What follows belongs to an exercise in optimizing a design on an open flow for small area; a production flow would make more cautious choices.
The RTL was checked by simulation tests, not by an equivalence proof against the original design.

oak:
## clock_divider_array
module clock_divider_array
#(
    parameter int NCH            = 4,
    parameter int WIDTH          = 32,
    parameter int DEFAULT_PERIOD = 1000,
    parameter int CHW            = (NCH > 1) ? $clog2(NCH) : 1
) (
    input  logic             clk,
    input  logic             reset_n,
    input  logic [NCH-1:0]   enable,
    input  logic             sync,
    input  logic             cfg_valid,
    output logic             cfg_ready,
    input  logic [CHW-1:0]   cfg_ch,
    input  logic [WIDTH-1:0] cfg_period,
    input  logic [WIDTH-1:0] cfg_high,
    input  logic [WIDTH-1:0] cfg_phase,
    output logic [NCH-1:0]   pending,
    output logic [NCH-1:0]   clock,
    output logic [NCH-1:0]   rise,
    output logic [NCH-1:0]   fall
);
==> flow/config.mk <==
export PLATFORM = sky130hd
export DESIGN_NAME = clock_divider_array
export DESIGN_NICKNAME = clock_divider_array
export VERILOG_FILES = /design/flow/design.v
export SDC_FILE = /design/flow/constraint.sdc
export NUM_CORES = 4
export LEC_CHECK = 0
export ABC_AREA = 1
export CAP_MARGIN = 20
export CORE_MARGIN = 2
export CORE_UTILIZATION = 55
export SLEW_MARGIN = 20
==> flow/constraint.sdc <==
create_clock -name core_clock -period 7.0 [get_ports {clk}]
set_input_delay 1.4000 -clock core_clock [delete_from_list [all_inputs] [get_ports {clk}]]
set_output_delay 1.4000 -clock core_clock [all_outputs]
set_load 0.01 [all_outputs]
standard.sh (not shown) runs the stock make flow with config.mk's settings and CLKGATE_MAP_FILE= SYNTH_SCRIPT=/design/flow/synth_recipe.tcl, a recipe that flattens the netlist after the stock synthesis.
==> flow/flow/run.sh <==
#!/bin/bash
# Layout flow: the standard ORFS flow (standard.sh: its synthesis,
# floorplan, power grid, placement, routing and finishing unchanged), with
# three settings of how the layout is built:
#  - the buffer that buffer_ports puts on every input and output port is
#    sky130_fd_sc_hd__buf_1 instead of the cell it picks by default;
#  - clock tree synthesis clusters up to 8 flip-flops within 40 um under
#    one sky130_fd_sc_hd__clkbuf_4 and builds the tree from that buffer;
#  - clock tree synthesis inserts no dummy loads.
# make's full output is in make.log here, and each ORFS step's log is in
# orfs/logs/.
set -euo pipefail
bash standard.sh \
  "BUFFER_PORTS_ARGS=-buffer_cell sky130_fd_sc_hd__buf_1" \
  "CTS_ARGS=-sink_clustering_enable -repair_clock_nets -dont_use_dummy_load -buf_list sky130_fd_sc_hd__clkbuf_4 -sink_clustering_size 8 -sink_clustering_max_diameter 40" \
  finish > make.log 2>&1
oak: flow completed, timing, DRC and antenna clean
Input-level comparison between pine and oak:
Settings: CORE_UTILIZATION: 55 -> 65.
## What came out
Between oak and pine, the cell area after placement figures differ only marginally.
Diff oak..pine | part of the Yosys area used for sequential elements | unchanged
Compare oak and pine | area added between synthesis and finish higher: oak

Setup of before:
The RTL this note starts from:
==> flow/design.v <==
module clock_divider_channel #(
    parameter int CFG_W = 32
) (
    input  logic             clk_i,
    input  logic             reset_n_i,
    input  logic             enable_i,
    input  logic             sync_i,
    input  logic             cfg_we_i,
    input  logic [CFG_W-1:0] wr_pm1_i,
    input  logic [CFG_W-1:0] wr_rst_i,
    input  logic [CFG_W-1:0] wr_fl_i,
    input  logic             wr_hnz_i,
    input  logic             wr_rhi_i,
    output logic             pending_o,
    output logic             clock_o,
    output logic             rise_o,
    output logic             fall_o
);
    logic [CFG_W-1:0] sh_pm1_q, sh_rst_q, sh_fl_q;
    logic             sh_hnz_q, sh_rhi_q;
    logic [CFG_W-1:0] act_fl_q;
    logic             pending_q;
    logic [CFG_W-1:0] d_q;
    logic             clock_q, clock_p_q;
    logic             en_q;
    logic             accept, restart, wrap, point, clock_d;
    always_comb begin
        accept  = cfg_we_i & ~pending_q;
        restart = enable_i & (~en_q | sync_i);
        wrap    = (d_q == '0);
        point   = ~enable_i | restart | wrap;
        if (restart)   clock_d = sh_rhi_q;
        else if (wrap) clock_d = sh_hnz_q;
        else           clock_d = clock_q & (d_q != act_fl_q);
        clock_d = clock_d & enable_i;
    end
    always_ff @(posedge clk_i) begin
        if (!reset_n_i || accept) begin
            sh_pm1_q <= wr_pm1_i;
            sh_rst_q <= wr_rst_i;
            sh_fl_q  <= wr_fl_i;
            sh_hnz_q <= wr_hnz_i;
            sh_rhi_q <= wr_rhi_i;
        end
    end
    always_ff @(posedge clk_i) begin
        if (point) act_fl_q <= sh_fl_q;
    end
    always_ff @(posedge clk_i) begin
        if (restart)   d_q <= sh_rst_q;
        else if (wrap) d_q <= sh_pm1_q;
        else           d_q <= d_q - 1'b1;
    end
    always_ff @(posedge clk_i) begin
        if (!reset_n_i) begin
            pending_q <= 1'b0;
            clock_q   <= 1'b0;
            clock_p_q <= 1'b0;
            en_q      <= 1'b0;
        end else begin
            pending_q <= accept | (pending_q & ~point);
            clock_q   <= clock_d;
            clock_p_q <= clock_q;
            en_q      <= enable_i;
        end
    end
    assign pending_o = pending_q;
    assign clock_o   = clock_q;
    assign rise_o    = clock_q & ~clock_p_q;
    assign fall_o    = ~clock_q & clock_p_q;
endmodule
module clock_divider_array
#(
    parameter int NCH            = 4,
    parameter int WIDTH          = 32,
    parameter int DEFAULT_PERIOD = 1000,
    parameter int CHW            = (NCH > 1) ? $clog2(NCH) : 1
) (
    input  logic             clk,
    input  logic             reset_n,
    input  logic [NCH-1:0]   enable,
    input  logic             sync,
    input  logic             cfg_valid,
    output logic             cfg_ready,
    input  logic [CHW-1:0]   cfg_ch,
    input  logic [WIDTH-1:0] cfg_period,
    input  logic [WIDTH-1:0] cfg_high,
    input  logic [WIDTH-1:0] cfg_phase,
    output logic [NCH-1:0]   pending,
    output logic [NCH-1:0]   clock,
    output logic [NCH-1:0]   rise,
    output logic [NCH-1:0]   fall
);
    localparam int NPAD  = 1 << CHW;
    localparam int CFG_W = 32;
    localparam logic [CFG_W-1:0] DEF_P      = DEFAULT_PERIOD;
    localparam logic [CFG_W-1:0] RST_PERIOD = (DEF_P < 2) ? 2 : DEF_P;
    localparam logic [CFG_W-1:0] RST_HIGH   = DEF_P >> 1;
    localparam logic [CFG_W-1:0] RST_PM1    = RST_PERIOD - 1;
    localparam logic [CFG_W-1:0] RST_FL     = RST_PERIOD - RST_HIGH;
    localparam logic             RST_HNZ    = (RST_HIGH != 0);
    logic [NPAD-1:0]  pending_pad;
    logic [CFG_W-1:0] period_w, high_w, phase_w;
    logic [CFG_W-1:0] san_p, san_pm1;
    logic             ph_in;
    logic [CFG_W-1:0] ph_rem;
    logic [CFG_W-1:0] wr_pm1, wr_rst, wr_fl;
    logic             wr_hnz, wr_rhi;
    assign period_w = cfg_period;
    assign high_w   = cfg_high;
    assign phase_w  = cfg_phase;
    always_comb begin
        san_p   = (period_w < 2) ? CFG_W'(2) : period_w;
        san_pm1 = san_p - 1'b1;
        {ph_in, ph_rem} = {1'b0, san_p} + {1'b0, ~phase_w};
        if (!reset_n) begin
            wr_pm1 = RST_PM1;
            wr_rst = RST_PM1;
            wr_fl  = RST_FL;
            wr_hnz = RST_HNZ;
            wr_rhi = RST_HNZ;
        end else begin
            wr_pm1 = san_pm1;
            wr_rst = ph_in ? ph_rem : san_pm1;
            wr_fl  = san_p - high_w;
            wr_hnz = (high_w != 0);
            wr_rhi = ph_in ? (phase_w < high_w) : wr_hnz;
        end
    end
    always_comb begin
        pending_pad          = '0;
        pending_pad[NCH-1:0] = pending;
        cfg_ready            = ~pending_pad[cfg_ch];
    end
    for (genvar i = 0; i < NCH; i++) begin : g_ch
        clock_divider_channel #(
            .CFG_W (CFG_W)
        ) u_ch (
            .clk_i      (clk),
            .reset_n_i  (reset_n),
            .enable_i   (enable[i]),
            .sync_i     (sync),
            .cfg_we_i   (cfg_valid & (cfg_ch == CHW'(i))),
            .wr_pm1_i   (wr_pm1),
            .wr_rst_i   (wr_rst),
            .wr_fl_i    (wr_fl),
            .wr_hnz_i   (wr_hnz),
            .wr_rhi_i   (wr_rhi),
            .pending_o  (pending[i]),
            .clock_o    (clock[i]),
            .rise_o     (rise[i]),
            .fall_o     (fall[i])
        );
    end
endmodule
clock: 7.0 ns
lec_check: 0
cap_margin: 20
core_margin: 2
core_utilization: 40
slew_margin: 20
run.sh (not shown) runs the stock make flow with config.mk's settings and CLKGATE_MAP_FILE= SYNTH_SCRIPT=/design/flow/synth_recipe.tcl, a recipe that flattens the netlist after the stock synthesis.
Stock flow here: none of the scripts above is used.
before reached the final stage; the timing, design-rule and antenna checks on its layout passed.
Edits applied to the flow inputs when going from before to after:
==> flow/flow/run.sh (new file) <==
#!/bin/bash
# Layout flow: the standard ORFS flow (standard.sh, with its own synthesis,
# floorplan, power grid, placement, routing and finishing unchanged), with
# three settings of how the layout is built:
#  - the port buffers that buffer_ports inserts on every input and output are
#    sky130_fd_sc_hd__buf_1 rather than the cell it picks by default;
#  - clock tree synthesis uses sky130_fd_sc_hd__clkbuf_4 buffers;
#  - clock tree synthesis inserts no dummy loads.
# Each tool's full output is in make.log here and in orfs/logs/.
set -euo pipefail
bash standard.sh \
  "BUFFER_PORTS_ARGS=-buffer_cell sky130_fd_sc_hd__buf_1" \
  "CTS_ARGS=-sink_clustering_enable -repair_clock_nets -dont_use_dummy_load -buf_list sky130_fd_sc_hd__clkbuf_4" \
  finish > make.log 2>&1
==> flow/standard.sh (new file) <==
#!/bin/bash
# synth_recipe.tcl (not shown) runs the flow's synth.tcl, then flattens the netlist and writes it again
# the make line also repeats each setting of config.mk as NAME=value (left out here)
make -C /OpenROAD-flow-scripts/flow DESIGN_CONFIG=/design/flow/config.mk WORK_HOME=/design/flow/orfs CLKGATE_MAP_FILE= SYNTH_SCRIPT=/design/flow/synth_recipe.tcl "${@:-finish}"
removed: flow/run.sh
Results
When after is set beside before, its shortest clock period the worst path allows after layout turns out to be 0.17 ns smaller. Fraction of met1 tracks used by global routing: after vs before down 1.9 points. after completed end to end with timing, DRC and antenna clean. after vs before — detail-routed via count per cell climbed slightly. Sort before and after by global-route wire length before repair, descending, and before comes first.

static timing again, ports no longer ideal:
Ports are ideal in the flow. The routed layouts listed here were re-timed in OpenROAD.
Step 1, drivers: a clkbuf_16 drives clk and a buf_2 each remaining input, both assumed.
Step 2, shift: input delay + t, output delay - t, t = (earliest + latest rising clock arrival at the registers) / 2. This alone moves slack from input paths to output paths.
a / b / c = no drivers / after step 1 / after step 2; a / b = the first two.
run | t (ns) | slack for setup (ns) | worst hold slack (ns) | slew at the worst register clock pin (ns) | pins driven straight from the clock port
oak | 0.932 | 0.658 / 0.693 / -0.239 | 0.378 / 0.378 / 0.378 | 0.10 / 0.10 | 1
pine | 0.879 | 0.667 / 0.702 / -0.177 | 0.337 / 0.337 / 0.337 | 0.10 / 0.10 | 1
before | 0.706 | 0.920 / 0.957 / 0.251 | 0.410 / 0.410 / 0.410 | 0.07 / 0.07 | 1
after | 0.897 | 1.089 / 1.121 / 0.224 | 0.384 / 0.384 / 0.384 | 0.07 / 0.07 | 1
Met with ideal ports but missed after step 2: setup timing in oak and pine. The setup slack of oak, which loses most, moves by +0.035 ns with the drivers and by -0.897 ns with both steps.
